Background: an optimization exercise with open tools, aiming at small area. Do not read the settings as production practice. Function was checked by simulation only, so behaviour that the tests miss may differ from the original. No activity file was given, so power comes from the tool's default toggle rates.

===== constraint.sdc =====
create_clock -name core_clock -period 4.0 [get_ports {clk}]
set_input_delay 0.8000 -clock core_clock [delete_from_list [all_inputs] [get_ports {clk}]]
set_output_delay 0.8000 -clock core_clock [all_outputs]
set_load 0.01 [all_outputs]

===== config.mk =====
export PLATFORM = sky130hd
export DESIGN_NAME = accel_top
export DESIGN_NICKNAME = accel_top
export VERILOG_FILES = /design/flow/design.v
export SDC_FILE = /design/flow/constraint.sdc
export NUM_CORES = 4
export LEC_CHECK = 0
export CAP_MARGIN = 20
export CORE_MARGIN = 2
export CORE_UTILIZATION = 40
export SLEW_MARGIN = 20

===== flow/run.sh =====
#!/bin/bash
# The standard layout (the standard.sh: ORFS synthesis, floorplan, power
# grid, placement, CTS and routing) with three changes to how it is built:
#  - synthesis is the standard flow's own synthesis script, except that ABC maps the
#    logic with flow/abc.script (ABC's usual liberty-mapping recipe:
#    fraig/scorr/dc2 then dch -f and &nf) instead of ORFS's speed script;
#    the flip-flops are mapped exactly as before, by dfflibmap, and ABC does
#    not see them;
#  - the port buffers that buffer_ports inserts are the smallest plain buffer
#    (sky130_fd_sc_hd__buf_1) instead of a delay cell; repair_design still
#    resizes any that need more drive;
#  - clock tree synthesis clusters up to 25 sinks within 80 um per leaf
#    buffer, uses clkbuf_16 only and inserts no dummy loads.
# Each tool's full output goes to the ORFS logs under orfs/logs/ and the make
# output to standard.log, both in this folder.
set -euo pipefail
here=$(pwd)

# synth_core.tcl: ORFS's synth.tcl with the ABC script swapped
sed "s#^source \$::env(SCRIPTS_DIR)/synth_preamble.tcl\$#&\nset abc_args [lreplace \$abc_args 1 1 $here/flow/abc.script]#" \
  "$FLOW_HOME/scripts/synth.tcl" > synth_core.tcl
grep -q "flow/abc.script" synth_core.tcl
# flow_synth.tcl: the standard flow's synthesis script, sourcing synth_core.tcl
sed "s#^source \$::env(SCRIPTS_DIR)/synth.tcl\$#source $here/synth_core.tcl#" \
  synth_recipe.tcl > flow_synth.tcl
grep -q "synth_core.tcl" flow_synth.tcl

CTS="-sink_clustering_enable -repair_clock_nets -dont_use_dummy_load"
CTS="$CTS -buf_list {sky130_fd_sc_hd__clkbuf_16}"
CTS="$CTS -sink_clustering_size 25 -sink_clustering_max_diameter 80"
bash standard.sh \
  "SYNTH_SCRIPT=$here/flow_synth.tcl" \
  "BUFFER_PORTS_ARGS=-buffer_cell sky130_fd_sc_hd__buf_1" \
  "CTS_ARGS=$CTS" \
  finish > standard.log 2>&1

===== standard.sh =====
#!/bin/bash
# synth_recipe.tcl (not shown) runs the flow's synth.tcl, then flattens the netlist and writes it again
# the make line also repeats each setting of config.mk as NAME=value (left out here)
make -C /OpenROAD-flow-scripts/flow DESIGN_CONFIG=/design/flow/config.mk WORK_HOME=/design/flow/orfs CLKGATE_MAP_FILE= SYNTH_SCRIPT=/design/flow/synth_recipe.tcl "${@:-finish}"

===== flow/abc.script =====
strash
&get -n
&fraig -x
&put
scorr
dc2
strash
&get -n
&dch -f
&nf
&put
buffer -c
topo
stime -c
upsize -c
dnsize -c

===== design.v =====
package accel_pkg;
    localparam int DATA_WIDTH = 8;
    typedef logic signed [DATA_WIDTH-1:0] sample_t;
    typedef enum logic [1:0] {
        ACT_PASS  = 2'd0,
        ACT_RELU  = 2'd1,
        ACT_LEAKY = 2'd2,
        ACT_RELU6 = 2'd3
    } act_mode_t;
    typedef enum logic {
        POOL_MAX = 1'b0,
        POOL_AVG = 1'b1
    } pool_type_t;
    localparam int LEAKY_SHIFT = 3;
    localparam sample_t RELU6_MAX = 8'sd96;
endpackage
package csr_pkg;
    localparam int CSR_ADDR_WIDTH = 8;
    localparam int CSR_DATA_WIDTH = 32;
    localparam int CSR_STRB_WIDTH = CSR_DATA_WIDTH / 8;
    localparam int NUM_REGS      = 16;
    localparam int REG_IDX_WIDTH = $clog2(NUM_REGS);
    localparam int REGION_WIDTH = 2;
    localparam logic [REGION_WIDTH-1:0] REGION_CSR = 2'd0;
    localparam logic [REG_IDX_WIDTH-1:0] REG_CTRL         = 4'd0;
    localparam logic [REG_IDX_WIDTH-1:0] REG_ACT_MODE     = 4'd4;
    localparam logic [REG_IDX_WIDTH-1:0] REG_POOL_MODE    = 4'd5;
    localparam logic [REG_IDX_WIDTH-1:0] REG_TOTAL_CYCLES = 4'd10;
    localparam logic [REG_IDX_WIDTH-1:0] REG_BUSY_CYCLES  = 4'd11;
    localparam logic [REG_IDX_WIDTH-1:0] REG_IDLE_CYCLES  = 4'd12;
    localparam logic [1:0] RESP_OKAY   = 2'b00;
    localparam logic [1:0] RESP_DECERR = 2'b11;
    localparam int COUNTER_WIDTH = 32;
endpackage
module csr_block (
    input  logic                                  clk,
    input  logic                                  sync_reset,
    input  logic                                  awvalid,
    output logic                                  awready,
    input  logic [csr_pkg::CSR_ADDR_WIDTH-1:0]    awaddr,
    input  logic                                  wvalid,
    output logic                                  wready,
    input  logic [csr_pkg::CSR_DATA_WIDTH-1:0]    wdata,
    input  logic [csr_pkg::CSR_STRB_WIDTH-1:0]    wstrb,
    output logic                                  bvalid,
    input  logic                                  bready,
    output logic [1:0]                            bresp,
    input  logic                                  arvalid,
    output logic                                  arready,
    input  logic [csr_pkg::CSR_ADDR_WIDTH-1:0]    araddr,
    output logic                                  rvalid,
    input  logic                                  rready,
    output logic [csr_pkg::CSR_DATA_WIDTH-1:0]    rdata,
    output logic [1:0]                            rresp,
    input  logic                                  cvld,
    input  logic [csr_pkg::COUNTER_WIDTH-1:0]     total_cycles,
    input  logic [csr_pkg::COUNTER_WIDTH-1:0]     busy_cycles,
    input  logic [csr_pkg::COUNTER_WIDTH-1:0]     idle_cycles,
    output logic [2:0]                            cnt_wr,
    output logic                                  enable,
    output accel_pkg::act_mode_t                  act_mode,
    output accel_pkg::pool_type_t                 pool_type
);
    localparam int DW = csr_pkg::CSR_DATA_WIDTH;
    localparam int NB = csr_pkg::CSR_STRB_WIDTH;
    localparam int NR = csr_pkg::NUM_REGS;
    logic       wr_take, wr_hit, rd_take, rd_hit;
    logic [3:0] wr_idx, rd_idx;
    logic       wr_ack;
    logic       bresp_err, rresp_err;
    assign wr_take = awvalid && wvalid && !bvalid;
    assign rd_take = arvalid && !rvalid;
    assign wr_hit  = (awaddr[7:6] == csr_pkg::REGION_CSR);
    assign rd_hit  = (araddr[7:6] == csr_pkg::REGION_CSR);
    assign wr_idx  = awaddr[5:2];
    assign rd_idx  = araddr[5:2];
    assign awready = wr_ack;
    assign wready  = wr_ack;
    assign bresp   = {2{bresp_err}};
    assign rresp   = {2{rresp_err}};
    always_ff @(posedge clk or posedge sync_reset) begin
        if (sync_reset) begin
            wr_ack  <= 1'b0;
            arready <= 1'b0;
            bvalid  <= 1'b0;
            rvalid  <= 1'b0;
        end else begin
            wr_ack  <= wr_take;
            arready <= rd_take;
            bvalid  <= wr_take || (bvalid && !bready);
            rvalid  <= rd_take || (rvalid && !rready);
        end
    end
    logic [DW-1:0] regs [NR];
    logic [NR-1:0] wvld;
    logic [NR-1:0] we;
    logic [DW-1:0] wd_strb;
    for (genvar b = 0; b < NB; b++) begin : g_wd
        assign wd_strb[b*8 +: 8] = wdata[b*8 +: 8] & {8{wstrb[b]}};
    end
    for (genvar w = 0; w < NR; w++) begin : g_word
        if (w == csr_pkg::REG_TOTAL_CYCLES || w == csr_pkg::REG_BUSY_CYCLES ||
            w == csr_pkg::REG_IDLE_CYCLES) begin : g_cnt
            assign we[w] = 1'b0;
        end else begin : g_reg
            assign we[w] = wr_take && wr_hit && (wr_idx == w);
        end
        always_ff @(posedge clk or posedge sync_reset) begin
            if (sync_reset) begin
                wvld[w] <= 1'b0;
            end else if (we[w]) begin
                wvld[w] <= 1'b1;
            end
        end
        for (genvar b = 0; b < NB; b++) begin : g_byte
            always_ff @(posedge clk) begin
                if (we[w] && (wstrb[b] || !wvld[w])) begin
                    regs[w][b*8 +: 8] <= wd_strb[b*8 +: 8];
                end
            end
        end
    end
    assign enable    = regs[csr_pkg::REG_CTRL][0] && wvld[csr_pkg::REG_CTRL];
    assign act_mode  = accel_pkg::act_mode_t'(regs[csr_pkg::REG_ACT_MODE][1:0]
                                              & {2{wvld[csr_pkg::REG_ACT_MODE]}});
    assign pool_type = accel_pkg::pool_type_t'(regs[csr_pkg::REG_POOL_MODE][0]
                                               && wvld[csr_pkg::REG_POOL_MODE]);
    assign cnt_wr[0] = wr_take && wr_hit && (wr_idx == csr_pkg::REG_TOTAL_CYCLES);
    assign cnt_wr[1] = wr_take && wr_hit && (wr_idx == csr_pkg::REG_BUSY_CYCLES);
    assign cnt_wr[2] = wr_take && wr_hit && (wr_idx == csr_pkg::REG_IDLE_CYCLES);
    logic [DW-1:0] rd_word;
    always_comb begin
        rd_word = '0;
        for (int w = 0; w < NR; w++) begin
            if (w == csr_pkg::REG_TOTAL_CYCLES) begin
                rd_word |= total_cycles & {DW{rd_idx == w && cvld}};
            end else if (w == csr_pkg::REG_BUSY_CYCLES) begin
                rd_word |= busy_cycles & {DW{rd_idx == w && cvld}};
            end else if (w == csr_pkg::REG_IDLE_CYCLES) begin
                rd_word |= idle_cycles & {DW{rd_idx == w && cvld}};
            end else begin
                rd_word |= regs[w] & {DW{rd_idx == w && wvld[w]}};
            end
        end
    end
    always_ff @(posedge clk) begin
        if (!bvalid) begin
            bresp_err <= !wr_hit;
        end
        if (!rvalid) begin
            rresp_err <= !rd_hit;
            rdata     <= rd_word & {DW{rd_hit}};
        end
    end
endmodule
module activation_unit (
    input  logic                 clk,
    input  logic                 sync_reset,
    input  logic                 in_valid,
    output logic                 in_ready,
    input  accel_pkg::sample_t   in_data,
    input  logic                 in_last,
    input  accel_pkg::act_mode_t act_mode,
    output logic                 out_valid,
    input  logic                 out_ready,
    output accel_pkg::sample_t   out_data,
    output logic                 out_last
);
    accel_pkg::sample_t act_result;
    assign in_ready = !out_valid || out_ready;
    always_comb begin
        case (act_mode)
            accel_pkg::ACT_RELU: begin
                act_result = (in_data < 0) ? '0 : in_data;
            end
            accel_pkg::ACT_LEAKY: begin
                act_result = (in_data < 0) ? (in_data >>> accel_pkg::LEAKY_SHIFT) : in_data;
            end
            accel_pkg::ACT_RELU6: begin
                if (in_data < 0) begin
                    act_result = '0;
                end else if (in_data > accel_pkg::RELU6_MAX) begin
                    act_result = accel_pkg::RELU6_MAX;
                end else begin
                    act_result = in_data;
                end
            end
            default: begin
                act_result = in_data;
            end
        endcase
    end
    always_ff @(posedge clk or posedge sync_reset) begin
        if (sync_reset) begin
            out_valid <= 1'b0;
        end else if (in_ready) begin
            out_valid <= in_valid;
        end
    end
    always_ff @(posedge clk) begin
        if (in_ready) begin
            out_data <= act_result;
            out_last <= in_last;
        end
    end
endmodule
module pool_unit (
    input  logic                  clk,
    input  logic                  sync_reset,
    input  logic                  in_valid,
    output logic                  in_ready,
    input  accel_pkg::sample_t    in_data,
    input  logic                  in_last,
    input  accel_pkg::pool_type_t pool_type,
    output logic                  out_valid,
    input  logic                  out_ready,
    output accel_pkg::sample_t    out_data,
    output logic                  out_last
);
    logic                                  have_first;
    accel_pkg::sample_t                    first_data;
    logic                                  in_fire;
    logic                                  close;
    logic signed [accel_pkg::DATA_WIDTH:0] pair_sum;
    accel_pkg::sample_t                    pooled;
    assign in_ready = !out_valid || out_ready;
    assign in_fire  = in_valid && in_ready;
    assign close = in_fire && (have_first || in_last);
    assign pair_sum = first_data + in_data;
    always_comb begin
        if (!have_first) begin
            pooled = in_data;
        end else if (pool_type == accel_pkg::POOL_AVG) begin
            pooled = accel_pkg::sample_t'(pair_sum[accel_pkg::DATA_WIDTH:1]);
        end else begin
            pooled = (in_data > first_data) ? in_data : first_data;
        end
    end
    always_ff @(posedge clk or posedge sync_reset) begin
        if (sync_reset) begin
            have_first <= 1'b0;
            out_valid  <= 1'b0;
        end else begin
            if (in_fire) begin
                have_first <= !close;
            end
            out_valid <= close || (out_valid && !out_ready);
        end
    end
    always_ff @(posedge clk) begin
        if (!have_first) begin
            first_data <= in_data;
        end
        if (in_ready) begin
            out_data <= pooled;
            out_last <= in_last;
        end
    end
endmodule
module perf_monitor (
    input  logic                               clk,
    input  logic                               sync_reset,
    input  logic                               busy,
    input  logic [2:0]                         cnt_wr,
    input  logic [csr_pkg::CSR_DATA_WIDTH-1:0] wdata,
    input  logic [csr_pkg::CSR_STRB_WIDTH-1:0] wstrb,
    output logic                               cvld,
    output logic [csr_pkg::COUNTER_WIDTH-1:0]  total_cycles,
    output logic [csr_pkg::COUNTER_WIDTH-1:0]  busy_cycles,
    output logic [csr_pkg::COUNTER_WIDTH-1:0]  idle_cycles
);
    localparam int DW = csr_pkg::COUNTER_WIDTH;
    localparam int NB = csr_pkg::CSR_STRB_WIDTH;
    always_ff @(posedge clk or posedge sync_reset) begin
        if (sync_reset) begin
            cvld <= 1'b0;
        end else begin
            cvld <= 1'b1;
        end
    end
    logic [2:0]    cnt_inc;
    logic [DW-1:0] cnt_q [3];
    logic [DW-1:0] cnt_d [3];
    assign cnt_inc = {!busy, busy, 1'b1};
    for (genvar n = 0; n < 3; n++) begin : g_cnt
        logic [NB-1:0] ones, cin;
        logic [DW-1:0] sum;
        for (genvar k = 0; k < NB; k++) begin : g_ones
            assign ones[k] = &cnt_q[n][8*k +: 8];
        end
        assign cin[0] = cnt_inc[n];
        for (genvar k = 1; k < NB; k++) begin : g_cin
            assign cin[k] = cin[k-1] && ones[k-1];
        end
        for (genvar k = 0; k < NB; k++) begin : g_sum
            always_comb begin
                logic c;
                c = cin[k];
                for (int i = 0; i < 8; i++) begin
                    sum[8*k+i] = cnt_q[n][8*k+i] ^ c;
                    c          = cnt_q[n][8*k+i] & c;
                end
            end
        end
        for (genvar k = 0; k < NB; k++) begin : g_d
            for (genvar i = 0; i < 8; i++) begin : g_bit
                if (k == 0 && i == 0) begin : g_lsb
                    assign cnt_d[n][0] = (cnt_wr[n] && wstrb[0]) ? wdata[0]
                                         : (cvld ? sum[0] : cnt_inc[n]);
                end else begin : g_rest
                    assign cnt_d[n][8*k+i] = (cnt_wr[n] && wstrb[k]) ? wdata[8*k+i]
                                             : (cvld && sum[8*k+i]);
                end
            end
        end
        always_ff @(posedge clk) begin
            cnt_q[n] <= cnt_d[n];
        end
    end
    assign total_cycles = cnt_q[0];
    assign busy_cycles  = cnt_q[1];
    assign idle_cycles  = cnt_q[2];
endmodule
module accel_top (
    input  logic                               clk,
    input  logic                               sync_reset,
    input  logic                               awvalid,
    output logic                               awready,
    input  logic [csr_pkg::CSR_ADDR_WIDTH-1:0] awaddr,
    input  logic                               wvalid,
    output logic                               wready,
    input  logic [csr_pkg::CSR_DATA_WIDTH-1:0] wdata,
    input  logic [csr_pkg::CSR_STRB_WIDTH-1:0] wstrb,
    output logic                               bvalid,
    input  logic                               bready,
    output logic [1:0]                         bresp,
    input  logic                               arvalid,
    output logic                               arready,
    input  logic [csr_pkg::CSR_ADDR_WIDTH-1:0] araddr,
    output logic                               rvalid,
    input  logic                               rready,
    output logic [csr_pkg::CSR_DATA_WIDTH-1:0] rdata,
    output logic [1:0]                         rresp,
    input  logic                               s_axis_tvalid,
    output logic                               s_axis_tready,
    input  accel_pkg::sample_t                 s_axis_tdata,
    input  logic                               s_axis_tlast,
    output logic                               m_axis_tvalid,
    input  logic                               m_axis_tready,
    output accel_pkg::sample_t                 m_axis_tdata,
    output logic                               m_axis_tlast
);
    logic                              enable;
    accel_pkg::act_mode_t              act_mode;
    accel_pkg::pool_type_t             pool_type;
    logic                              cvld;
    logic [csr_pkg::COUNTER_WIDTH-1:0] total_cycles;
    logic [csr_pkg::COUNTER_WIDTH-1:0] busy_cycles;
    logic [csr_pkg::COUNTER_WIDTH-1:0] idle_cycles;
    logic [2:0]                        cnt_wr;
    logic                              act_in_ready;
    logic                              act_valid;
    logic                              act_ready;
    accel_pkg::sample_t                act_data;
    logic                              act_last;
    logic                              busy;
    assign s_axis_tready = enable && act_in_ready;
    assign busy = act_valid || m_axis_tvalid;
    csr_block csr0 (
        .clk          (clk),
        .sync_reset   (sync_reset),
        .awvalid      (awvalid),
        .awready      (awready),
        .awaddr       (awaddr),
        .wvalid       (wvalid),
        .wready       (wready),
        .wdata        (wdata),
        .wstrb        (wstrb),
        .bvalid       (bvalid),
        .bready       (bready),
        .bresp        (bresp),
        .arvalid      (arvalid),
        .arready      (arready),
        .araddr       (araddr),
        .rvalid       (rvalid),
        .rready       (rready),
        .rdata        (rdata),
        .rresp        (rresp),
        .cvld         (cvld),
        .total_cycles (total_cycles),
        .busy_cycles  (busy_cycles),
        .idle_cycles  (idle_cycles),
        .cnt_wr       (cnt_wr),
        .enable       (enable),
        .act_mode     (act_mode),
        .pool_type    (pool_type)
    );
    activation_unit act0 (
        .clk        (clk),
        .sync_reset (sync_reset),
        .in_valid   (s_axis_tvalid && enable),
        .in_ready   (act_in_ready),
        .in_data    (s_axis_tdata),
        .in_last    (s_axis_tlast),
        .act_mode   (act_mode),
        .out_valid  (act_valid),
        .out_ready  (act_ready),
        .out_data   (act_data),
        .out_last   (act_last)
    );
    pool_unit pool0 (
        .clk        (clk),
        .sync_reset (sync_reset),
        .in_valid   (act_valid),
        .in_ready   (act_ready),
        .in_data    (act_data),
        .in_last    (act_last),
        .pool_type  (pool_type),
        .out_valid  (m_axis_tvalid),
        .out_ready  (m_axis_tready),
        .out_data   (m_axis_tdata),
        .out_last   (m_axis_tlast)
    );
    perf_monitor perf0 (
        .clk          (clk),
        .sync_reset   (sync_reset),
        .busy         (busy),
        .cnt_wr       (cnt_wr),
        .wdata        (wdata),
        .wstrb        (wstrb),
        .cvld         (cvld),
        .total_cycles (total_cycles),
        .busy_cycles  (busy_cycles),
        .idle_cycles  (idle_cycles)
    );
endmodule

==> results of run 1 <==
[critical path, stage by stage (launching register included)]
cell      delay [ns]
dfrtp_1         0.40
nor2_1          0.40
inv_1           0.15
nor3_1          0.36
inv_1           0.08
nor3_1          0.25
buf_4           0.19
and2_1          0.15
ha_1            0.15
ha_1            0.16
ha_1            0.15
ha_1            0.16
ha_1            0.15
ha_1            0.15
ha_1            0.17
o21ai_0         0.08
a211oi_1        0.22
a21o_1          0.10
[metal layers]
metal	global-route usage	routed length [µm]	vias to the layer above
met3	0.0441	6720	108
met5	0	70	-
li1	-	-	6899
met4	0.0607	1720	12
met1	0.314	29100	8076
met2	0.366	33100	709
[per-stage QoR]
stage          setup WS (ns)  power, W
3_5_place_dp           0.442   0.00790
2_1_floorplan           1.28   0.00756
4_1_cts                0.421    0.0111
5_1_grt                0.227    0.0113
6_report               0.488    0.0110
3_3_place_gp           0.470   0.00788
[layout make-up]
class | count | area share
well taps | 773 | 0.0367
multi-input cells | 904 | 0.244
diodes | 2 | 0.000190
repair buffers | 220 | 0.0465
clock buffers | 31 | 0.0294
flip-flops and latches | 593 | 0.636
inverters | 57 | 0.00812
[cells in the final DEF (no fill, tap or decap), types with 3 or more instances in the layout]
cell type,netlist,routed
mux2i_1,9,9
a22oi_1,60,60
inv_2,1,3
a21boi_0,4,4
inv_1,56,54
a211oi_1,5,5
and4_1,7,7
nand2_1,95,95
or2_2,3,3
buf_1,6,117
nand4_1,18,18
nor2_2,4,4
a31oi_1,37,37
o21bai_1,4,4
ha_1,99,99
o21ai_0,81,81
clkbuf_16,0,31
mux2_2,7,7
a21oi_1,79,79
edfxtp_1,476,476
nand3_1,91,91
nor3_1,9,9
and3_1,19,17
o22a_1,3,3
a221oi_1,35,35
nor2_1,33,33
and2_1,12,12
nor2b_1,7,7
a222oi_1,91,91
nand2b_1,15,15
dfxtp_1,96,96
o22ai_1,27,27
a21o_1,4,4
nand2_2,4,4
a221oi_2,7,7
buf_4,6,102
dfrtp_1,21,20
a22o_1,16,16
[logic make-up after synthesis]
family	count (synthesis)	synth area share
AND/OR/NAND/NOR	326	0.0690
multiplexers	17	0.00756
adder cells (fa/ha/maj)	100	0.0528
other	1	0.000157
AO/OA/AOI/OAI	460	0.139
flip-flops	593	0.702
buffers and inverters	163	0.0286
[flip-flops by register name (all words and copies together), names as in the netlist]
signal / cells
pool0.out_data: 8
csr0.rvalid: 1
csr0.wr_ack: 1
csr0.regs: 416
pool0.out_valid: 1
pool0.first_data: 8
pool0.have_first: 1
csr0.wvld: 13
csr0.rresp_err: 1
act0.out_data: 8
act0.out_valid: 1
csr0.arready: 1
perf0.cvld: 1
csr0.bresp_err: 1
pool0.out_last: 1
act0.out_last: 1
csr0.rdata: 32
perf0.cnt_q: 96
csr0.bvalid: 1
[where the power goes]
group / total [W] / switching (W) / internal, W
sequential: 0.00697 / 0.000132 / 0.00684
combinational: 0.000798 / 0.000542 / 0.000256
clock: 0.00323 / 0.00186 / 0.00137
total: 0.0110 / 0.00253 / 0.00846
[how the worst max path moves through the flow]
stage	to	slack [ns]
floorplan	perf0.cnt_q[0][31]	1.28
global placement	perf0.cnt_q[2][31]	0.47
detailed placement	perf0.cnt_q[2][31]	0.44
CTS	perf0.cnt_q[2][31]	0.42
global route	perf0.cnt_q[2][31]	0.23
finish	perf0.cnt_q[2][31]	0.49
==> flow_summary.yaml, run 1 <==
synthesis:
  synth_top_area_share: 0.600
  synth_area_um2: 23800
  yosys_warnings: 7
  ys_seq_elements: 593
  syn-mean-instance-area_um2: 14.4
  ys_seq_area_frac: 0.702
  postSynthCellCount: 1660
  yosysMostFrequentCell: "edfxtp_1"
  synth_fp_nets: 1830
  synth_area_leader_cell: "edfxtp_1"
  ys_top_cells_by_area: "edfxtp_1, dfxtp_1, ha_1"
  synth-main-ff-cell: "edfxtp_1"
  ys_types: 57
  async_reset_ff_frac: 0.0354
  yosys-top-cells-count: "edfxtp_1, ha_1, dfxtp_1"
  synth_edf_count: 476
drt:
  drt-total-wl_um: 70600
  wl_per_cell_um: 27.4
  post-route-drc-count: 0
  vias: 15800
  viasPerCell: 6.13
  drt_iter0_markers: 2047
  ant_nets: 0
  firstDrtPassIters: 8
clock_tree:
  cts_tree: "built"
  root_buffer: "clkbuf_16"
  clkSinkCount: 593
  insertion_delay_ns: 0.63
  cts_setup_buffers: 0
  htree_levels: 1
  numCtsBuffers: 31
  clockBufferDepth: 3
  clk_pin_slew_ns: 0.10
  cts_resized: 0
  holdBufCountCts: 0
floorplanning:
  io_pins: 122
  die_w_um: 248
  start_util: 0.404
  dieArea_um2: 61600
  die_h_um: 248
  rows: 89
  core-area_um2: 59000
global_route:
  grt_start_max_net_pins: 98
  antenna_found_initial: 7
  grt_pass1_vias: 15100
  grt_usage: 0.227
  grt_pass1_wl_um: 102000
  grt_overflow: 0
finish:
  seq_area_um2: 16700
  nFillCells: 5338
  fin_nets: 1977
  final_cells: 2580
  fin_util: 0.446
  drive_gt1_frac: 0.0947
  syn_to_final_growth_pct: 10.5
  multi_input_area_um2: 6410
  fin_area_um2: 26300
sta:
  max_freq_mhz: 285
  setup_viol: 0
  hold_viol: 0
  tightest_slew_ns: 1.18
  fin_crit_ns: 3.51
  holdWs_ns: 0.236
  slew_violations: 0
  rsz0062_at_grt: "false"
  relSlewSlack: 0.216
  clock_skew_ns: 0.0593
  tns_ns: 0
  min_period_over_period: 0.878
worst_setup_path:
  r2r_slack_ns: 0.49
  reg2reg_from: "pool0.out_valid"
  worstPathRequired_ns: 4.56
  reg2regPathDepth: 17
  critPathMaxFanout: 3
  critPathLaunchType: "flop"
  r2r_end: "perf0.cnt_q[2][31]"
  critical_path_class: "reg2reg"
  cp.arrival_ns: 4.07
  crit_path_end_kind: "flop"
  cp-startpoint: "pool0.out_valid"
place:
  dpl_cell_area_um2: 25600
  gp_congestion: 0.893
  hpwl_um: 46600
  io_buffers: 117
  dp.cells: 2547
power_and_ir_drop:
  ir_drop_v: 0.000352
  p_per_area_nw_per_um2: 417
  leakagePower_nw: 9.48
hold_path:
  hp-class: "in2async"
outcome:
  status: "timing/DRC/antenna clean"
run:
  maxCapViolCount: 0
==> inputs of run 2 (changes only) <==
--- a/design.v
+++ b/design.v
@@ -228,3 +228,8 @@
     assign close = in_fire && (have_first || in_last);
-    assign pair_sum = first_data + in_data;
+    logic                                  use_avg;
+    logic signed [accel_pkg::DATA_WIDTH:0] addend;
+    assign use_avg  = (pool_type == accel_pkg::POOL_AVG);
+    assign addend   = {in_data[accel_pkg::DATA_WIDTH-1], in_data} ^ {(accel_pkg::DATA_WIDTH+1){!use_avg}};
+    assign pair_sum = {first_data[accel_pkg::DATA_WIDTH-1], first_data} + addend
+                      + {{accel_pkg::DATA_WIDTH{1'b0}}, !use_avg};
     always_comb begin
@@ -232,6 +237,6 @@
             pooled = in_data;
-        end else if (pool_type == accel_pkg::POOL_AVG) begin
+        end else if (use_avg) begin
             pooled = accel_pkg::sample_t'(pair_sum[accel_pkg::DATA_WIDTH:1]);
         end else begin
-            pooled = (in_data > first_data) ? in_data : first_data;
+            pooled = pair_sum[accel_pkg::DATA_WIDTH] ? in_data : first_data;
         end
==> run 2 against run 1 <==
  * Critical path depth fell by 1
  * Register-to-register slack barely moved
  * Worst setup slack improved by 0.0028 ns
  * Highest routed layer unchanged
  * Hold slack got worse by 0.049 ns
  * Sequential share of layout area rose by 0.51 points
  * Via count fell by 2.4%
  * Maximum frequency barely moved
  * Global-route usage fell by 0.40 points
  * Synthesized cell count fell by 2.2%
==> flow_summary.yaml, run 2 <==
worst_setup_path:
  critPathLaunchType: "flop"
  worstPathRequired_ns: 4.57
  reg2regPathDepth: 16
  cp.arrival_ns: 4.08
  critPathMaxFanout: 5
  r2r_end: "perf0.cnt_q[2][31]"
  critical_path_class: "reg2reg"
  r2r_slack_ns: 0.49
  reg2reg_from: "act0.out_valid"
  crit_path_end_kind: "flop"
synthesis:
  ys_top_cells_by_area: "edfxtp_1, dfxtp_1, ha_1"
  synth_edf_count: 476
  ys_seq_elements: 593
  ys_types: 60
  synth_top_area_share: 0.605
  yosys-top-cells-count: "edfxtp_1, clkbuf_1, dfxtp_1"
  ys_seq_area_frac: 0.709
  postSynthCellCount: 1624
  syn-mean-instance-area_um2: 14.5
  yosys_warnings: 7
  synth_area_leader_cell: "edfxtp_1"
  synth-main-ff-cell: "edfxtp_1"
  async_reset_ff_frac: 0.0354
  yosysMostFrequentCell: "edfxtp_1"
  synth_area_um2: 23600
  synth_fp_nets: 1785
run:
  maxCapViolCount: 0
drt:
  vias: 15400
  wl_per_cell_um: 27.1
  ant_nets: 0
  drt_iter0_markers: 2134
  post-route-drc-count: 0
  firstDrtPassIters: 7
  drt-total-wl_um: 68700
  viasPerCell: 6.08
place:
  io_buffers: 117
  hpwl_um: 44900
  dpl_cell_area_um2: 25400
  gp_congestion: 0.896
finish:
  final_cell_mix: "edfxtp_1, buf_1, buf_4, dfxtp_1, ha_1"
  diodes: 0
  syn_to_final_growth_pct: 10.6
  fin_area_um2: 26100
  fin_nets: 1928
  largest_register: "csr0.regs"
  final_common_cell: "edfxtp_1"
  largest_reg_flops: 416
  drive_gt1_frac: 0.0844
  largestRegisters: "csr0.regs: 416 flops, perf0.cnt_q: 96 flops, csr0.rdata: 32 flops"
sta:
  tightest_slew_ns: 0.865
  fin_crit_ns: 3.51
  max_freq_mhz: 285
  slew_violations: 0
  min_period_over_period: 0.877
  clock_skew_ns: 0.0736
  tns_ns: 0
  relSlewSlack: 0.423
  setup_viol: 0
  hold_viol: 0
  rsz0062_at_grt: "false"
power_and_ir_drop:
  ir_drop_v: 0.000368
  clkPwrFrac: 0.285
  intPower_w: 0.00840
  p_comb_frac: 0.074
  p_sw_w: 0.00244
  swShare: 0.225
  p_per_area_nw_per_um2: 415
  p_seq_frac: 0.641
  leakagePower_nw: 9.30
global_route:
  grt_pass1_wl_um: 99700
  grt_start_max_net_pins: 51
  grt_overflow: 0
  grt_usage: 0.223
  grt_pass1_vias: 15000
  antenna_found_initial: 3
clock_tree:
  clkSinkCount: 593
  root_buffer: "clkbuf_16"
  cts_resized: 0
  holdBufCountCts: 0
  clockBufferDepth: 3
  clk_pin_slew_ns: 0.10
  htree_levels: 1
  numCtsBuffers: 29
  cts_tree: "built"
  cts_setup_buffers: 0
  insertion_delay_ns: 0.62
hold_path:
  hp-class: "in2async"
floorplanning:
  rows: 89
  io_pins: 122
  die_w_um: 247
  core-area_um2: 58700
  start_util: 0.403
  dieArea_um2: 61000
  die_h_um: 247
outcome:
  status: "timing/DRC/antenna clean"
run 2: cells by family (layout without fill, tap and decap cells):
logic type | after synthesis | after routing | synth area share
DFF | 593 | 593 | 0.709
AOI/OAI and AO/OA | 464 | 464 | 0.141
and+or+nand+nor | 293 | 293 | 0.0640
buffers and inverters | 153 | 294 | 0.0255
adders and majority gates | 91 | 91 | 0.0485
muxes | 20 | 20 | 0.00895
xor gates and xnor gates | 9 | 9 | 0.00334
other | 1 | 1 | 0.000159
run 2: critical path, cell delays in order, from the launching register on:
cell and delay [ns]:
dfrtp_1 0.41, or2_0 0.38, nor3_1 0.57, inv_1 0.09, nor3_1 0.22, buf_4 0.17
and2_1 0.16, ha_1 0.18, ha_1 0.17, ha_1 0.17, ha_1 0.16, ha_1 0.15
ha_1 0.15, ha_1 0.16, o21ai_0 0.08, a211oi_1 0.20, a21o_1 0.11
run 2: how the worst max path moves through the flow:
stage                    from                 end  slack [ns]  cells after the start
2_1_floorplan    csr0.wvld[5]   pool0.out_data[1]        0.35                     16
3_3_place_gp   act0.out_valid  perf0.cnt_q[2][31]        0.46                     16
3_5_place_dp   act0.out_valid  perf0.cnt_q[2][31]        0.45                     16
4_1_cts        act0.out_valid  perf0.cnt_q[2][31]        0.49                     16
5_1_grt        act0.out_valid  perf0.cnt_q[2][31]        0.20                     16
6_report       act0.out_valid  perf0.cnt_q[2][31]        0.49                     16
run 2: power groups by stage:
stage          Combinational [W]  Sequential, W  Clock, W
6_report                0.000807        0.00695   0.00309
5_1_grt                 0.000887        0.00697   0.00335
4_1_cts                 0.000807        0.00695   0.00317
3_5_place_dp            0.000801        0.00709         0
3_3_place_gp            0.000782        0.00709         0
2_1_floorplan           0.000490        0.00709         0
run 2: layer usage:
metal,track usage,up-vias,part of all wire
met3,0.0331,99,0.085
met2,0.361,672,0.47
met5,0,-,0.00051
met1,0.311,7841,0.42
met4,0.0666,6,0.029
li1,-,6803,-
run 2: final cells by class:
type                            count  area (µm²)
Clock buffer                       29         726
Fill cell                        5199       32500
Inverter                           43         161
Multi-Input combinational cell    878        6280
Sequential cell                   593       16700
Tap cell                          773         967
Timing Repair Buffer              222        1260
run 2: stage by stage:
| step | total power, W | cells | setup WS [ns] | util | hold WS (ns) |
|---|---|---|---|---|---|
| floorplan | 0.00758 | 1624 | 0.353 | - | 0.427 |
| global placement | 0.00787 | 2508 | 0.457 | 0.433 | 0.443 |
| detailed placement | 0.00789 | 2508 | 0.455 | 0.433 | 0.445 |
| CTS | 0.0109 | 2537 | 0.490 | 0.445 | 0.383 |
| global route | 0.0112 | 2538 | 0.204 | 0.445 | 0.197 |
| finish | 0.0108 | 2538 | 0.491 | 0.445 | 0.188 |
==> inputs of run 3 (changes only) <==
--- a/flow/run.sh
+++ b/flow/run.sh
@@ -2,3 +2,3 @@
 # The standard layout (the standard.sh: ORFS synthesis, floorplan, power
-# grid, placement, CTS and routing) with three changes to how it is built:
+# grid, placement, CTS and routing) with these changes to how it is built:
 #  - synthesis is the standard flow's own synthesis script, except that ABC maps the
@@ -11,2 +11,7 @@
 #    resizes any that need more drive;
+#  - timing-driven global placement only reweights nets: the buffers its
+#    internal repair inserts are not kept (GPL_KEEP_OVERFLOW=0);
+#    repair_design then fixes slew and capacitance against the library
+#    limits (SLEW_MARGIN/CAP_MARGIN=MARGIN below), and repair_timing aims
+#    for 0.2 ns of setup slack;
 #  - clock tree synthesis clusters up to 25 sinks within 80 um per leaf
@@ -17,2 +22,3 @@
 here=$(pwd)
+MARGIN=0
 
@@ -33,2 +39,5 @@
   "BUFFER_PORTS_ARGS=-buffer_cell sky130_fd_sc_hd__buf_1" \
+  GPL_KEEP_OVERFLOW=0 \
+  SLEW_MARGIN=$MARGIN CAP_MARGIN=$MARGIN \
+  SETUP_SLACK_MARGIN=0.2 \
   "CTS_ARGS=$CTS" \
==> run 3 against run 2 <==
  * Now fails the layout checks on max-capacitance violations, max-slew violations
  * Combinational power shrank 2%
  * Final cell count fell by 3.0%
  * Synthesized area is the same
  * Largest cell class unchanged
  * Die area did not move
  * Clock-buffer cell count stayed put
  * Sequential power about the same
  * Critical endpoint is now pool0.out_data[1]
  * Non-clock buffer count shrank 80
  * Synthesized cell count did not move
==> flow_summary.yaml, run 3 <==
worst_setup_path:
  crit_path_end_kind: "flop"
  r2r_slack_ns: 0.37
  reg2reg_from: "csr0.wvld[5]"
  critPathCapture: "pool0.out_data[1]"
  cp-startpoint: "csr0.wvld[5]"
  critPathMaxFanout: 16
  critical_path_class: "reg2reg"
  critPathLaunchType: "flop"
  r2r_end: "pool0.out_data[1]"
  cp.arrival_ns: 3.98
  worstPathRequired_ns: 4.35
  reg2regPathDepth: 13
drt:
  viasPerCell: 6.13
  vias: 15100
  ant_nets: 0
  wl_per_cell_um: 27.6
  post-route-drc-count: 0
  drt-total-wl_um: 67900
  drt_iter0_markers: 2106
  firstDrtPassIters: 6
power_and_ir_drop:
  ir_drop_v: 0.000382
  leakagePower_nw: 8.94
  p_per_area_nw_per_um2: 419
global_route:
  met2_usage: 0.349
  grt_overflow: 0
  grt_usage: 0.219
  grt_start_max_net_pins: 77
  grt_pass1_vias: 14400
  use_met3: 0.0295
  antenna_found_initial: 6
  grt_pass1_wl_um: 97000
  met1_usage: 0.307
  top_usage_layer: "met2"
clock_tree:
  root_buffer: "clkbuf_16"
  numCtsBuffers: 29
  clk_pin_slew_ns: 0.10
  holdBufCountCts: 0
  clkSinkCount: 593
  clockBufferDepth: 3
  cts_tree: "built"
  insertion_delay_ns: 0.63
  htree_levels: 1
place:
  gp_congestion: 0.865
  hpwl_um: 43900
  io_buffers: 117
synthesis:
  yosysMostFrequentCell: "edfxtp_1"
  synth_edf_count: 476
  syn-mean-instance-area_um2: 14.5
  synth_area_leader_cell: "edfxtp_1"
  synth-main-ff-cell: "edfxtp_1"
  synth_area_um2: 23600
  synth_fp_nets: 1785
  ys_types: 60
  ys_top_cells_by_area: "edfxtp_1, dfxtp_1, ha_1"
  yosys-top-cells-count: "edfxtp_1, clkbuf_1, dfxtp_1"
  yosys_warnings: 7
  ys_seq_area_frac: 0.709
  postSynthCellCount: 1624
  synth_top_area_share: 0.605
  ys_seq_elements: 593
  async_reset_ff_frac: 0.0354
sta:
  holdWs_ns: 0.354
  rsz0062_at_grt: "false"
  slew_violations: 9
  setup_viol: 0
  clock_skew_ns: 0.0850
  relSlewSlack: -0.0327
  max_freq_mhz: 276
  tightest_slew_ns: 1.55
  hold_viol: 0
  min_period_over_period: 0.906
  fin_crit_ns: 3.63
floorplanning:
  io_pins: 122
  dieArea_um2: 61000
  start_util: 0.403
  die_w_um: 247
  core-area_um2: 58700
  rows: 89
  die_h_um: 247
finish:
  largest_register: "csr0.regs"
  final_common_cell: "edfxtp_1"
  final_cell_mix: "edfxtp_1, buf_1, dfxtp_1, ha_1, a222oi_1"
  largest_reg_flops: 416
  fin_nets: 1848
  syn_to_final_growth_pct: 9.66
  multi_input_area_um2: 6350
  largestRegisters: "csr0.regs: 416 flops, perf0.cnt_q: 96 flops, csr0.rdata: 32 flops"
  seq_area_um2: 16700
  fin_util: 0.441
  drive_gt1_frac: 0.0582
  nFillCells: 5176
outcome:
  status: "complete, but fails checks"
  so.violations: "max-capacitance violations, max-slew violations"
hold_path:
  hp-class: "in2async"
run:
  maxCapViolCount: 1
## run 3: changes by cell type in the layout (fill, tap and decap cells not counted), sizes merged
cell,before,now
buf,222,142
diode,0,4
## run 3: how the worst min path moves through the flow
stage | endpoint | depth (start not counted)
2_1_floorplan | pool0.out_last | 0
3_3_place_gp | csr0.arready | 1
3_5_place_dp | pool0.out_last | 0
4_1_cts | csr0.wvld[5] | 2
5_1_grt | act0.out_last | 1
6_report | csr0.wvld[1] | 2
## run 3: stage by stage
step / instances / setup slack [ns] / total power (W) / cell area (µm²) / setup TNS (ns)
3_5_place_dp: 2424 / -0.0333 / 0.00789 / 25100 / -0.0333
4_1_cts: 2453 / 0.208 / 0.0109 / 25800 / 0
5_1_grt: 2461 / 0.205 / 0.0112 / 25900 / 0
2_1_floorplan: 1624 / 0.353 / 0.00758 / 23600 / 0
3_3_place_gp: 2404 / -1.81 / 0.00785 / 24600 / -48.16
6_report: 2462 / 0.375 / 0.0109 / 25900 / 0
## run 3: worst max-delay path, cell delays in order, from the launching register on
cell      delay, ns
dfrtp_2        0.55
and2_4         0.35
xnor2_1        0.15
fa_1           0.48
a21o_1         0.17
a21oi_1        0.21
nor2b_1        0.08
o21ai_1        0.13
nand2b_1       0.08
and2_4         0.17
o22ai_4        0.35
mux2_1         0.36
a21oi_1        0.15
a21oi_1        0.10
## run 3: layout make-up
type | count | share of cell area
sequential | 593 | 0.646
inverter | 43 | 0.00623
timing repair buffer | 142 | 0.0364
tap | 773 | 0.0373
clock buffer | 29 | 0.0280
antenna | 4 | 0.000386
multi-input combinational | 878 | 0.245
## run 3: cell families after synthesis
logic type	share of synthesized area
fa+ha+maj	0.0485
compound gates	0.141
buf+inv	0.0255
mux	0.00895
simple gates	0.0640
other cells	0.000159
xor+xnor	0.00334
flops	0.709
## run 3: per-layer routing
metal	wire length, µm	part of all wire
met2	31700	0.47
met1	27800	0.41
met5	16	0.00024
met4	2290	0.034
met3	6030	0.089
## run 3: power by group
group          internal (W)  switching (W)
Combinational      0.000281       0.000511
Sequential          0.00683       0.000122
Clock               0.00129        0.00182
Total               0.00840        0.00246
## run 3: timing repair
action	in CTS	in global routing
setup buffers	0	0
gates cloned	0	0
setup endpoints to repair	6	10
gates resized for setup	2	3
==> inputs of run 4 (changes only) <==
--- a/flow/run.sh
+++ b/flow/run.sh
@@ -22,3 +22,3 @@
 here=$(pwd)
-MARGIN=0
+MARGIN=10
 
==> run 4 against run 3 <==
  * The run now finishes clean
  * Synthesized area did not move
  * Clock skew fell by 0.023 ns
  * Clock-buffer cell count did not move
  * Sequential power barely moved
  * Combinational power barely moved
  * Non-clock buffer count rose by 2
  * Global-route usage rose by 0.12 points
  * Synthesized cell count did not move
  * Utilization rose by 0.18 points
  * Hold slack improved by 0.019 ns
  * Maximum frequency fell by 1.6%
  * Critical endpoint is now perf0.cnt_q[0][31]
==> flow_summary.yaml, run 4 <==
outcome:
  status: "timing/DRC/antenna clean"
global_route:
  grt_pass1_vias: 14500
  antenna_found_initial: 5
  grt_start_max_net_pins: 77
  grt_usage: 0.220
  grt_pass1_wl_um: 97900
  grt_overflow: 0
worst_setup_path:
  path_cells: "ha_1 > nand3_1 > nor2_1 > inv_1 > nor3_1 > and2_1 > ha_1 > ha_1 > ha_1 > ha_1 > ha_1 > ha_1 > ha_1 > o21ai_0 > a211oi_1 > a21o_1"
  crit_top_cell: "ha_1"
  crit_path_top_delay_cell: "nor3_1"
  critPathMaxFanout: 3
  max_stage_delay_ns: 0.57
  worstPathRequired_ns: 4.55
  cp.arrival_ns: 4.24
  critPathLaunchType: "flop"
  crit_path_end_kind: "flop"
  critical_path_class: "reg2reg"
clock_tree:
  clkSinkCount: 593
  numCtsBuffers: 29
  insertion_delay_ns: 0.62
  root_buffer: "clkbuf_16"
  htree_levels: 1
  clk_pin_slew_ns: 0.09
  holdBufCountCts: 0
  cts_tree: "built"
  clockBufferDepth: 3
synthesis:
  synth_area_leader_cell: "edfxtp_1"
  synth_area_um2: 23600
  synth_top_area_share: 0.605
  yosysMostFrequentCell: "edfxtp_1"
  ys_types: 60
  ys_top_cells_by_area: "edfxtp_1, dfxtp_1, ha_1"
  ys_seq_area_frac: 0.709
  async_reset_ff_frac: 0.0354
  ys_seq_elements: 593
  yosys-top-cells-count: "edfxtp_1, clkbuf_1, dfxtp_1"
  synth_edf_count: 476
  synth-main-ff-cell: "edfxtp_1"
  synth_fp_nets: 1785
  postSynthCellCount: 1624
  yosys_warnings: 7
  syn-mean-instance-area_um2: 14.5
run:
  maxCapViolCount: 0
place:
  gp_congestion: 0.865
  io_buffers: 117
  dp.cells: 2431
  hpwl_um: 44600
  dpl_cell_area_um2: 25200
sta:
  rsz0062_at_grt: "false"
  fin_crit_ns: 3.68
  tightest_slew_ns: 1.38
  clock_skew_ns: 0.0622
  hold_viol: 0
  relSlewSlack: 0.0795
  min_period_over_period: 0.921
  slew_violations: 0
  setup_viol: 0
  max_freq_mhz: 271
finish:
  final_common_cell: "edfxtp_1"
  largest_reg_flops: 416
  drive_gt1_frac: 0.0699
  fin_area_um2: 26000
  final_cell_mix: "edfxtp_1, buf_1, dfxtp_1, ha_1, a222oi_1"
  syn_to_final_growth_pct: 10.1
  fin_nets: 1850
  fin_util: 0.443
  largest_register: "csr0.regs"
  largestRegisters: "csr0.regs: 416 flops, perf0.cnt_q: 96 flops, csr0.rdata: 32 flops"
  final_cells: 2463
floorplanning:
  rows: 89
  die_w_um: 247
  dieArea_um2: 61000
  io_pins: 122
  die_h_um: 247
  core-area_um2: 58700
  start_util: 0.403
power_and_ir_drop:
  ir_drop_v: 0.000404
  p_per_area_nw_per_um2: 418
  leakagePower_nw: 8.95
drt:
  wl_per_cell_um: 27.7
  drt-total-wl_um: 68200
  ant_nets: 0
  post-route-drc-count: 0
  firstDrtPassIters: 9
  drt_iter0_markers: 2092
  viasPerCell: 6.13
  vias: 15100
hold_path:
  hp-class: "in2async"
-- run 4: kinds of logic (layout without fill, tap and decap cells) --
group,Yosys count,count (layout),share of synthesized area
XOR/XNOR,9,9,0.00334
other,1,4,0.000159
AND/OR/NAND/NOR,293,293,0.0640
adder cells (fa/ha/maj),91,91,0.0485
multiplexers,20,20,0.00895
AO/OA/AOI/OAI,464,464,0.141
flip-flops,593,593,0.709
buffers and inverters,153,216,0.0255
-- run 4: cell type report --
class | count | area (µm²)
tap | 773 | 967
antenna | 3 | 7.51
sequential | 593 | 16700
fill | 5159 | 32700
timing repair buffer | 144 | 986
inverter | 43 | 161
multi-input combinational | 878 | 6420
clock buffer | 29 | 726
-- run 4: timing repair --
item	in CTS	in global routing
setup buffers	0	0
resized for setup	2	3
setup endpoints to repair	8	13
-- run 4: path summary, 6_finish.rpt --
kind	from	endpoint	slack (ns)	depth (start not counted)
max	perf0.cnt_q[0][0]	perf0.cnt_q[0][31]	0.32	16
min	sync_reset	csr0.wvld[7]	0.37	2
max reg2reg	perf0.cnt_q[0][0]	perf0.cnt_q[0][31]	0.32	16
min reg2reg	act0.out_last	pool0.out_last	0.48	0
max in group asynchronous	sync_reset	perf0.cvld	2.93	2
min in group core_clock	rready	csr0.rvalid	0.40	2
-- run 4: metal layers --
| metal | part of all wire | wire length (µm) | track usage |
|---|---|---|---|
| met3 | 0.085 | 5820 | 0.0370 |
| met1 | 0.41 | 28300 | 0.307 |
| met2 | 0.47 | 31900 | 0.351 |
| met4 | 0.033 | 2220 | 0.0721 |
| met5 | 0.00029 | 20 | 0 |
-- run 4: critical path, delay by kind of cell, from the launching register on --
| family | cells | cell delay (ns) |
|---|---|---|
| adder cells (fa/ha/maj) | 8 | 1.41 |
| AND/OR/NAND/NOR | 4 | 1.34 |
| flip-flops | 1 | 0.44 |
| AO/OA/AOI/OAI | 3 | 0.40 |
| buffers and inverters | 1 | 0.09 |
-- run 4: report_power, final --
group	total (W)	switching [W]	leakage (nW)	internal, W
clock	0.00312	0.00183	0.357	0.00129
sequential	0.00696	0.000127	5.49	0.00683
combinational	0.000794	0.000513	3.11	0.000281
total	0.0109	0.00247	8.95	0.00840
-- run 4: stage by stage --
step                setup slack (ns)  TNS [ns]  power [W]  hold WS, ns
finish                         0.316         0     0.0109        0.373
global route                   0.203         0     0.0112        0.412
global placement               -1.81    -48.16    0.00785        0.446
floorplan                      0.353         0    0.00758        0.427
detailed placement            0.0464         0    0.00790        0.462
CTS                            0.216         0     0.0109        0.376
==> inputs of run 5 (changes only) <==
--- a/flow/run.sh
+++ b/flow/run.sh
@@ -16,2 +16,6 @@
 #    for 0.2 ns of setup slack;
+#  - repair_design may not use the largest plain buffers (buf_6 and up,
+#    bufbuf_*) or the mid-size clock buffers for data nets: it picked
+#    buf_12/buf_16 for nets of about 20 loads where buf_4 does; these cells
+#    are added to the platform's own DONT_USE_CELLS list;
 #  - clock tree synthesis clusters up to 25 sinks within 80 um per leaf
@@ -33,2 +37,10 @@
 
+# The platform's don't-use list, plus the buffers named above
+DU=$(make -s -C "$FLOW_HOME" DESIGN_CONFIG="$here/config.mk" WORK_HOME="$here/orfs" \
+       print-DONT_USE_CELLS 2>dont_use.log | sed -n 's/^DONT_USE_CELLS: //p')
+echo "$DU" > dont_use.txt
+[[ "$DU" == *sky130_fd_sc_hd__probe_p_8* ]]
+P=sky130_fd_sc_hd__
+DU="$DU ${P}buf_6 ${P}buf_8 ${P}buf_12 ${P}buf_16 ${P}bufbuf_8 ${P}bufbuf_16 ${P}clkbuf_4 ${P}clkbuf_8"
+
 CTS="-sink_clustering_enable -repair_clock_nets -dont_use_dummy_load"
@@ -42,2 +54,3 @@
   SETUP_SLACK_MARGIN=0.2 \
+  "DONT_USE_CELLS=$DU" \
   "CTS_ARGS=$CTS" \
==> run 5 against run 4 <==
  * Die area hardly changed
  * Total power is 0.16% higher
  * First-iteration DRC count is 7.2% higher
  * Synthesized area hardly changed
  * Cell area is 1.4% lower
  * Still clean
  * Sequential cell count stayed put
  * Final cell count is 0.16% higher
  * Routed wire length hardly changed
  * Synthesized cell count stayed put
  * Critical path depth is 1 lower
  * Utilization is 0.62 points lower
  * Critical path type unchanged
==> flow_summary.yaml, run 5 <==
outcome:
  status: "timing/DRC/antenna clean"
worst_setup_path:
  critical_path_class: "reg2reg"
  reg2regPathDepth: 15
  r2r_end: "perf0.cnt_q[1][31]"
  critPathLaunchType: "flop"
  critPathMaxFanout: 5
  crit_path_end_kind: "flop"
  r2r_slack_ns: 0.36
  cp.arrival_ns: 4.18
  reg2reg_from: "act0.out_valid"
  worstPathRequired_ns: 4.54
sta:
  hold_viol: 0
  fin_crit_ns: 3.64
  worst_slack_ns: 0.358
  min_period_over_period: 0.910
  setup_viol: 0
  slew_violations: 0
  holdWs_ns: 0.345
  clock_skew_ns: 0.0963
  rsz0062_at_grt: "false"
  relSlewSlack: 0.103
  tightest_slew_ns: 1.35
  max_freq_mhz: 275
synthesis:
  synth_top_family_by_area: "compound AO/OA/AOI/OAI gates"
  ys_top_cells_by_area: "edfxtp_1, dfxtp_1, ha_1"
  syn-mean-instance-area_um2: 14.5
  ys_types: 57
  synth_area_leader_cell: "edfxtp_1"
  yosys_warnings: 7
  yosys-top-cells-count: "edfxtp_1, clkbuf_1, dfxtp_1"
  postSynthCellCount: 1624
  synth_fp_nets: 1785
  synthAdderAreaFrac: 0.0485
  synth_compound_area_frac: 0.141
  ys_seq_elements: 593
  synth_area_um2: 23600
  synth_edf_count: 476
  yosys.area_share.simple: 0.0641
  synth-main-ff-cell: "edfxtp_1"
  synth_xor_area_frac: 0.00334
  async_reset_ff_frac: 0.0354
  ys_seq_area_frac: 0.709
  yosysMostFrequentCell: "edfxtp_1"
  synth_mux_area_frac: 0.00895
  synth_top_area_share: 0.605
drt:
  post-route-drc-count: 0
  firstDrtPassIters: 9
  viasPerCell: 6.20
  drt_iter0_markers: 2242
  ant_nets: 0
  vias: 15300
  wl_per_cell_um: 27.7
  drt-total-wl_um: 68200
global_route:
  grt_start_max_net_pins: 77
  grt_pass1_wl_um: 99400
  antenna_found_initial: 6
  grt_overflow: 0
  grt_usage: 0.222
  grt_pass1_vias: 14900
finish:
  largest_register: "csr0.regs"
  fin_nets: 1854
  final_cell_mix: "edfxtp_1, buf_1, dfxtp_1, ha_1, a222oi_1"
  syn_to_final_growth_pct: 8.60
  drive_gt1_frac: 0.0668
  final_common_cell: "edfxtp_1"
  largestRegisters: "csr0.regs: 416 flops, perf0.cnt_q: 96 flops, csr0.rdata: 32 flops"
  nFillCells: 5196
  final_cells: 2467
  largest_reg_flops: 416
clock_tree:
  numCtsBuffers: 29
  clockBufferDepth: 3
  cts_tree: "built"
  clkSinkCount: 593
  clk_pin_slew_ns: 0.11
  htree_levels: 1
  insertion_delay_ns: 0.64
  root_buffer: "clkbuf_16"
power_and_ir_drop:
  total_power_w: 0.0109
  ir_drop_v: 0.000348
  leakagePower_nw: 8.87
  p_per_area_nw_per_um2: 425
place:
  gp_congestion: 0.867
  preCtsSetupSlack_ns: -0.186
  io_buffers: 117
  hpwl_um: 44200
  dp.cells: 2429
run:
  maxCapViolCount: 0
floorplanning:
  rows: 89
  dieArea_um2: 61000
  core-area_um2: 58700
  die_w_um: 247
  die_h_um: 247
  start_util: 0.402
  io_pins: 122
hold_path:
  hp-class: "in2async"
==> run 5: changes by cell type after synthesis, moves of 2 or more <==
cell,delta
inv_1,+2
clkbuf_1,-2
inv_2,-2
o21ai_0,+3
buf_1,+3
and2_1,+2
o21ai_1,-2
and2_2,-2
==> run 5: final cells by class <==
class	instances	area, µm²	share of cell area
Antenna cell	3	7.51	0.000293
Clock buffer	29	726	0.0283
Inverter	43	161	0.00629
Multi-Input combinational cell	878	6390	0.249
Sequential cell	593	16700	0.653
Tap cell	773	967	0.0377
Timing Repair Buffer	148	642	0.0250
==> run 5: cell families (layout without fill, tap and decap cells) <==
family | after synthesis | count (layout)
other | 1 | 4
AO/OA/AOI/OAI | 464 | 464
adder cells (fa/ha/maj) | 91 | 91
AND/OR/NAND/NOR | 293 | 293
XOR/XNOR | 9 | 9
buffers and inverters | 153 | 220
flip-flops | 593 | 593
multiplexers | 20 | 20
==> run 5: worst max path at each step <==
stage	from	cells after the start	slack, ns	to
5_1_grt	act0.out_valid	16	0.25	perf0.cnt_q[1][31]
3_5_place_dp	csr0.wvld[5]	13	-0.19	pool0.out_data[1]
4_1_cts	act0.out_valid	15	0.32	perf0.cnt_q[2][31]
2_1_floorplan	csr0.wvld[5]	16	0.38	pool0.out_data[1]
6_report	act0.out_valid	15	0.36	perf0.cnt_q[1][31]
3_3_place_gp	perf0.cvld	5	-1.78	csr0.rdata[31]
==> run 5: timing repair <==
action / in CTS / in global routing
hold buffers: 0 / 0
gates resized for setup: 4 / 2
setup endpoints to repair: 9 / 3
pin swaps: 0 / 1
buffers inserted: 0 / 5
==> run 5: per-layer routing <==
metal,wire [µm],vias to the layer above,global-route usage
met4,2110,6,0.0710
met2,31800,840,0.355
li1,-,6642,-
met5,31,-,0
met3,6750,129,0.0354
met1,27500,7678,0.311
==> run 5: worst max-delay path, cell delays in order (launching register included) <==
cell,delay [ns]
dfrtp_1,0.41
or2_1,0.27
inv_1,0.10
nor3_1,0.56
inv_1,0.12
nor3_2,0.47
and2_1,0.25
ha_1,0.17
ha_1,0.16
ha_1,0.16
ha_1,0.15
ha_1,0.15
ha_1,0.14
ha_1,0.15
a21oi_1,0.07
mux2_1,0.28
==> run 5: power breakdown <==
part,switching (W),leakage [nW],total (W),internal (W)
clock network,0.00185,0.357,0.00313,0.00129
registers,0.000124,5.49,0.00696,0.00683
logic,0.000514,3.03,0.000795,0.000281
==> run 5: per-stage QoR <==
step / utilization / TNS [ns] / instance area [µm²]
floorplan: - / 0 / 23600
global placement: 0.419 / -48.72 / 24600
detailed placement: 0.423 / -0.508 / 24900
CTS: 0.436 / 0 / 25600
global route: 0.437 / 0 / 25600
finish: 0.437 / 0 / 25600

## port drivers added, routing unchanged
The flow's constraints put no driver on any port. The routed layouts listed below were extracted and timed again, unchanged, in two steps. Step 1: set_driving_cell puts a clkbuf_16 on clk and a buf_2 on each other input, an assumption about the parent block. Step 2 times the ports against the registers' clock, not the clock port: input delays grow and output delays shrink by t, the midpoint of the rising clock arrivals with the driver on. Three values: no drivers, after step 1, after step 2; two values: the first two.
run	t (ns)	setup slack, ns	pins driven straight from the clock port
run 1	0.663	0.488 / 0.488 / 0.488	1
run 2	0.643	0.491 / 0.491 / 0.491	1
run 3	0.651	0.375 / 0.375 / 0.191	1
run 4	0.650	0.316 / 0.316 / 0.316	1
run 5	0.655	0.358 / 0.358 / 0.358	1
The setup slack of run 3, which loses most, moves by 0.000 ns with the drivers and by -0.184 ns with both steps.
